This design comes from an exercise in tuning for small area on the open sky130 flow, not from production work. Function was checked by simulation only, so behaviour that the tests miss may differ from the original. Power is estimated from default activity; no workload was simulated.

== red ==
// snitch_vfpr_wb
module snitch_vfpr_wb #(
   parameter int unsigned AddrWidth      = 32,
   parameter int unsigned DataWidth      = 64,
   parameter int unsigned BufDepth       = 4,
   parameter int unsigned MaxOutstanding = 4
) (
   input  logic                     clk_i,
   input  logic                     rst_ni,
   input  logic [AddrWidth-1:0]     res_addr_i,
   input  logic [DataWidth-1:0]     res_data_i,
   input  logic                     res_valid_i,
   output logic                     res_ready_o,
   output logic [AddrWidth-1:0]     wr_q_addr_o,
   output logic [DataWidth-1:0]     wr_q_data_o,
   output logic [DataWidth/8-1:0]   wr_q_strb_o,
   output logic                     wr_q_valid_o,
   input  logic                     wr_q_ready_i,
   input  logic                     wr_p_valid_i,
   input  logic [3*AddrWidth-1:0]   haz_addr_i,
   input  logic [2:0]               haz_en_i,
   output logic                     hazard_o,
   output logic                     idle_o,
   output logic                     err_o
);
   localparam int unsigned BW = AddrWidth + DataWidth;
   localparam int unsigned NB = BufDepth;
   localparam int unsigned NO = MaxOutstanding;
   logic [BW-1:0]        buf_q  [NB];    
   logic [AddrWidth-1:0] infl_q [NO];
   logic [NB-1:0] bVal_q, bRd_q, bSel_q, bSelN_q;    
   logic [NO-1:0] fVal_q, fSel_q, fSelN_q;
   logic [1:0]    fRd_q;                             
   logic          err_q;
   logic bFull, bEmpty, fFull, fEmpty;
   logic push, issue, respPop, spurious;
   assign bFull  = &bVal_q;
   assign bEmpty = ~|bVal_q;
   assign fFull  = &fVal_q;
   assign fEmpty = ~|fVal_q;
   assign res_ready_o  = ~bFull;
   assign push         = res_valid_i & ~bFull;
   assign wr_q_valid_o = ~bEmpty & ~fFull;
   assign issue        = wr_q_valid_o & wr_q_ready_i;
   assign respPop      = wr_p_valid_i & (~fEmpty | issue);
  ...
For scale: roughly 540 flip-flops, roughly 310 I/O pins, ~0.028 mm^2 of cells after synthesis.
export LEC_CHECK = 0
export CAP_MARGIN = 20
export CORE_MARGIN = 2
export CORE_UTILIZATION = 60
export CTS_BUF_LIST = sky130_fd_sc_hd__clkbuf_8
export GPL_TIMING_DRIVEN = 0
export SETUP_SLACK_MARGIN = 0.5
export SLEW_MARGIN = 20
create_clock -name core_clock -period 6.5 [get_ports {clk_i}]
standard.sh (not shown) runs the stock make flow with config.mk's settings and CLKGATE_MAP_FILE= SYNTH_SCRIPT=/design/flow/synth_recipe.tcl, a recipe that flattens the netlist after the stock synthesis.
==> flow/flow/run.sh <==
#!/bin/bash
# Standard ORFS layout (the standard.sh), with these changes:
#  * the buffers Yosys/ABC inserted are removed at floorplan (the resizer re-buffers as needed);
#  * port buffers use the smallest buffer cell instead of the resizer's default pick;
#  * CTS does not add dummy loads.
set -euo pipefail
bash standard.sh \
  "REMOVE_ABC_BUFFERS=1" \
  "BUFFER_PORTS_ARGS=-buffer_cell sky130_fd_sc_hd__buf_1" \
  "CTS_ARGS=-sink_clustering_enable -repair_clock_nets -sink_clustering_size 14 -sink_clustering_max_diameter 60 -buf_list sky130_fd_sc_hd__clkbuf_8 -dont_use_dummy_load" \
  finish > standard_flow.log 2>&1
red completed end to end with timing, DRC and antenna clean.
The inputs of blue differ from those of red as listed below.
- CORE_UTILIZATION: 60 -> 65
Results
Of red and blue, blue shows the lower worst setup margin, with red above it.
Compared with red, blue shows sequential share of cell area higher by 0.21 points.
Compared to red, blue has detailed route wirelength on metal2 about 1.7% lower.
On clock insertion delay at the later pin of the skew report: between red and blue, it ends up higher for red.
Looking at red and blue, the global-route wire length before repair is a wash.
Summary of blue over red: total global-route track usage grew by 3.6 points, final critical-path share of the clock period grew by 1.1 points.
In blue the static power due to leakage turned out 0.060 nW lower than in red.
The worst hold-check slack on red is in line with that on blue.
Between blue and red, it is blue whose fmax is lower, by 0.0019 GHz.
blue improves on red in final area.
### blue -> green
- a change of CTS_BUF_LIST from sky130_fd_sc_hd__clkbuf_8 to sky130_fd_sc_hd__clkbuf_4
- a change of CORE_UTILIZATION from 65 to 60
- a change of SETUP_SLACK_MARGIN from 0.5 to 0.4
-- flow/flow/run.sh --
<<< blue, line 8
  "REMOVE_ABC_BUFFERS=1" \
  "BUFFER_PORTS_ARGS=-buffer_cell sky130_fd_sc_hd__buf_1" \
  "CTS_ARGS=-sink_clustering_enable -repair_clock_nets -sink_clustering_size 14 -sink_clustering_max_diameter 60 -buf_list sky130_fd_sc_hd__clkbuf_8 -dont_use_dummy_load" \
  finish > standard_flow.log 2>&1
>>> green, line 8
  "REMOVE_ABC_BUFFERS=1" \
  "BUFFER_PORTS_ARGS=-buffer_cell sky130_fd_sc_hd__buf_1" \
  "CTS_ARGS=-sink_clustering_enable -repair_clock_nets -sink_clustering_size 9 -sink_clustering_max_diameter 50 -buf_list sky130_fd_sc_hd__clkbuf_4 -dont_use_dummy_load" \
  finish > standard_flow.log 2>&1
==> comparison <==
The clock transition at the registers of the reported paths of green and that of blue are within noise of each other.
Achievable clock frequency (higher): green
In the metrics for blue and green, the one carrying the higher clock network fraction of total power is blue.
On green: smallest setup slack after layout is 0.12 ns higher than what blue gave.
blue reports its type of the worst min-delay path as reg -> reg while green reports in -> async.
Of green and blue, it is green that has the lower core occupancy in the finished layout.
Delta (green minus blue): global-route wire length before repair rose 0.67%; routed wire length grew by 0.66%; sequential power share now larger; met3 wirelength from detailed routing now smaller.
In terms of number of search-and-repair iterations in the first detailed-routing pass, green and blue differ only marginally.

========
Another version of the RTL of snitch_vfpr_wb (not shown whole).
Size in the first run: ~2900 cells after synthesis, about 550 flip-flops, roughly 310 I/O pins, about 28000 sq um of cells after synthesis.
Settings: LEC_CHECK=0, CAP_MARGIN=20, CORE_MARGIN=2, CORE_UTILIZATION=60, CTS_BUF_LIST=sky130_fd_sc_hd__clkbuf_8, GPL_TIMING_DRIVEN=0, SETUP_SLACK_MARGIN=0.2, SLEW_MARGIN=20; clock period 6.5 ns.
==> flow/flow/run.sh <==
#!/bin/bash
# Standard ORFS layout (the standard.sh), with these changes:
#  * the buffers Yosys/ABC inserted are removed at floorplan (the resizer re-buffers as needed);
#  * port buffers use the smallest buffer cell instead of the resizer's default pick;
#  * CTS does not add dummy loads.
set -euo pipefail
bash standard.sh \
  "REMOVE_ABC_BUFFERS=1" \
  "BUFFER_PORTS_ARGS=-buffer_cell sky130_fd_sc_hd__buf_1" \
  "CTS_ARGS=-sink_clustering_enable -repair_clock_nets -sink_clustering_size 12 -sink_clustering_max_diameter 60 -buf_list sky130_fd_sc_hd__clkbuf_8 -dont_use_dummy_load" \
  finish > standard_flow.log 2>&1
Then changed:
==> flow/run.sh (new file) <==
#!/bin/bash
# synth_recipe.tcl (not shown) runs the flow's synth.tcl, then flattens the netlist and writes it again
# the make line also repeats each setting of config.mk as NAME=value (left out here)
make -C /OpenROAD-flow-scripts/flow DESIGN_CONFIG=/design/flow/config.mk WORK_HOME=/design/flow/orfs CLKGATE_MAP_FILE= SYNTH_SCRIPT=/design/flow/synth_recipe.tcl finish
--- a/flow/config.mk
+++ b/flow/config.mk
@@ -9,6 +9,4 @@
 export CORE_MARGIN = 2
-export CORE_UTILIZATION = 60
-export CTS_BUF_LIST = sky130_fd_sc_hd__clkbuf_8
-export GPL_TIMING_DRIVEN = 0
-export SETUP_SLACK_MARGIN = 0.2
+export CORE_UTILIZATION = 40
+export SETUP_SLACK_MARGIN = 0.3
 export SLEW_MARGIN = 20
removed: flow/flow/run.sh
removed: flow/standard.sh
Via count came out lower by 1.2%.
Fmax came out higher by 0.92%.
Cell area came out higher by 16%.
Sequential power came out higher by about 3%.
First-iteration DRC count came out lower by 28%.
Non-clock buffer count came out higher by 169.
Then changed:
==> flow/flow/run.sh (new file) <==
#!/bin/bash
# Standard ORFS layout (the standard.sh), with these changes:
#  * the buffers Yosys/ABC inserted are removed at floorplan (the resizer re-buffers as needed);
#  * port buffers use the a small buffer cell (buf_2) instead of the resizer's default pick;
#  * CTS does not add dummy loads.
set -euo pipefail
bash standard.sh \
  "REMOVE_ABC_BUFFERS=1" \
  "BUFFER_PORTS_ARGS=-buffer_cell sky130_fd_sc_hd__buf_2" \
  "CTS_ARGS=-sink_clustering_enable -repair_clock_nets -sink_clustering_size 12 -sink_clustering_max_diameter 60 -buf_list sky130_fd_sc_hd__clkbuf_8 -dont_use_dummy_load" \
  finish > standard_flow.log 2>&1
==> flow/standard.sh (new file) <==
#!/bin/bash
# synth_recipe.tcl (not shown) runs the flow's synth.tcl, then flattens the netlist and writes it again
# the make line also repeats each setting of config.mk as NAME=value (left out here)
make -C /OpenROAD-flow-scripts/flow DESIGN_CONFIG=/design/flow/config.mk WORK_HOME=/design/flow/orfs CLKGATE_MAP_FILE= SYNTH_SCRIPT=/design/flow/synth_recipe.tcl "${@:-finish}"
--- a/flow/config.mk
+++ b/flow/config.mk
@@ -9,4 +9,6 @@
 export CORE_MARGIN = 2
-export CORE_UTILIZATION = 40
-export SETUP_SLACK_MARGIN = 0.3
+export CORE_UTILIZATION = 60
+export CTS_BUF_LIST = sky130_fd_sc_hd__clkbuf_8
+export GPL_TIMING_DRIVEN = 0
+export SETUP_SLACK_MARGIN = 0.2
 export SLEW_MARGIN = 20
removed: flow/run.sh
The new run completed with no timing, DRC or antenna violations; first-iteration DRC count goes up by a quarter to a third; die area goes down by a quarter to a third; register-to-register slack gets worse by 80 ps; power goes down by about a fifth; wire length goes down by about a fifth; sequential power goes down by a few percent; design area goes down by roughly a tenth; non-clock buffer count goes down by 173; synthesized cell count does not change; setup slack gets better by 400 ps.

========
snitch_vfpr_wb, a different RTL version from the one above (not shown whole).
Size in the first run: ~2800 cells after synthesis, about 540 flip-flops, roughly 310 I/O pins, about 0.028 mm² of cells after synthesis.
==> flow/config.mk <==
export PLATFORM = sky130hd
export DESIGN_NAME = snitch_vfpr_wb
export DESIGN_NICKNAME = snitch_vfpr_wb
export VERILOG_FILES = /design/flow/design.v
export SDC_FILE = /design/flow/constraint.sdc
export NUM_CORES = 4
export LEC_CHECK = 0
export CAP_MARGIN = 20
export CORE_MARGIN = 2
export CORE_UTILIZATION = 65
export CTS_BUF_LIST = sky130_fd_sc_hd__clkbuf_4
export GPL_TIMING_DRIVEN = 0
export SETUP_SLACK_MARGIN = 0.4
export SLEW_MARGIN = 20
==> flow/constraint.sdc <==
create_clock -name core_clock -period 6.5 [get_ports {clk_i}]
set_input_delay 1.3000 -clock core_clock [delete_from_list [all_inputs] [get_ports {clk_i}]]
set_output_delay 1.3000 -clock core_clock [all_outputs]
set_load 0.01 [all_outputs]
==> flow/flow/run.sh <==
#!/bin/bash
# Standard ORFS layout (the standard.sh), with these changes:
#  * the buffers Yosys/ABC inserted are removed at floorplan (the resizer re-buffers as needed);
#  * port buffers use the smallest buffer cell instead of the resizer's default pick;
#  * CTS does not add dummy loads.
set -euo pipefail
bash standard.sh \
  "REMOVE_ABC_BUFFERS=1" \
  "BUFFER_PORTS_ARGS=-buffer_cell sky130_fd_sc_hd__buf_1" \
  "CTS_ARGS=-sink_clustering_enable -repair_clock_nets -sink_clustering_size 8 -sink_clustering_max_diameter 40 -buf_list sky130_fd_sc_hd__clkbuf_4 -dont_use_dummy_load" \
  finish > standard_flow.log 2>&1
The first run went through all stages and came out clean.
Next try:
--- a/flow/flow/run.sh
+++ b/flow/flow/run.sh
@@ -9,3 +9,3 @@
   "BUFFER_PORTS_ARGS=-buffer_cell sky130_fd_sc_hd__buf_1" \
-  "CTS_ARGS=-sink_clustering_enable -repair_clock_nets -sink_clustering_size 8 -sink_clustering_max_diameter 40 -buf_list sky130_fd_sc_hd__clkbuf_4 -dont_use_dummy_load" \
+  "CTS_ARGS=-sink_clustering_enable -repair_clock_nets -sink_clustering_size 14 -sink_clustering_max_diameter 60 -buf_list sky130_fd_sc_hd__clkbuf_8 -dont_use_dummy_load" \
   finish > standard_flow.log 2>&1
CTS_BUF_LIST = sky130_fd_sc_hd__clkbuf_8   (was sky130_fd_sc_hd__clkbuf_4)
SETUP_SLACK_MARGIN = 0.5   (was 0.4)
After rerunning: Non-clock buffer count does not change; power is about the same; final cell count drops by 1.3%; clock skew climbs by 0.024 ns.

[afterwards: timing with drivers on the ports]
Ports are ideal in the flow. The routed layouts listed here were re-timed in OpenROAD.
Step 1 (the two cells are an assumption about what drives the block):
set clk [get_ports {clk_i}]
set_driving_cell -lib_cell sky130_fd_sc_hd__clkbuf_16 $clk
set_driving_cell -lib_cell sky130_fd_sc_hd__buf_2 [delete_from_list [all_inputs] $clk]
Step 2 times the ports against the registers' clock, not the clock port: input delays grow and output delays shrink by t, the midpoint of the rising clock arrivals with the driver on.
Slacks: ideal ports / drivers / drivers and shift; pairs: ideal ports / drivers.
run	t, ns	setup WS [ns]	latest minus earliest clock arrival (ns)
red	0.750	0.441 / 0.407 / 0.407	0.111 / 0.111
blue	0.734	0.371 / 0.339 / 0.339	0.067 / 0.067
green	0.914	0.490 / 0.459 / 0.459	0.139 / 0.139
the first run of note 2	0.709	0.187 / 0.150 / 0.150	0.083 / 0.083
the second run of note 2	0.700	0.244 / 0.214 / 0.214	0.026 / 0.027
the third run of note 2	0.725	0.640 / 0.614 / 0.614	0.111 / 0.111
the first run of note 3	0.951	0.093 / 0.053 / 0.053	0.080 / 0.081
the second run of note 3	0.760	0.187 / 0.155 / 0.155	0.105 / 0.105
After both steps every run listed still meets setup and hold. For the first run of note 3, which loses most, drivers alone change the setup slack by -0.040 ns; drivers and shift together by -0.040 ns.
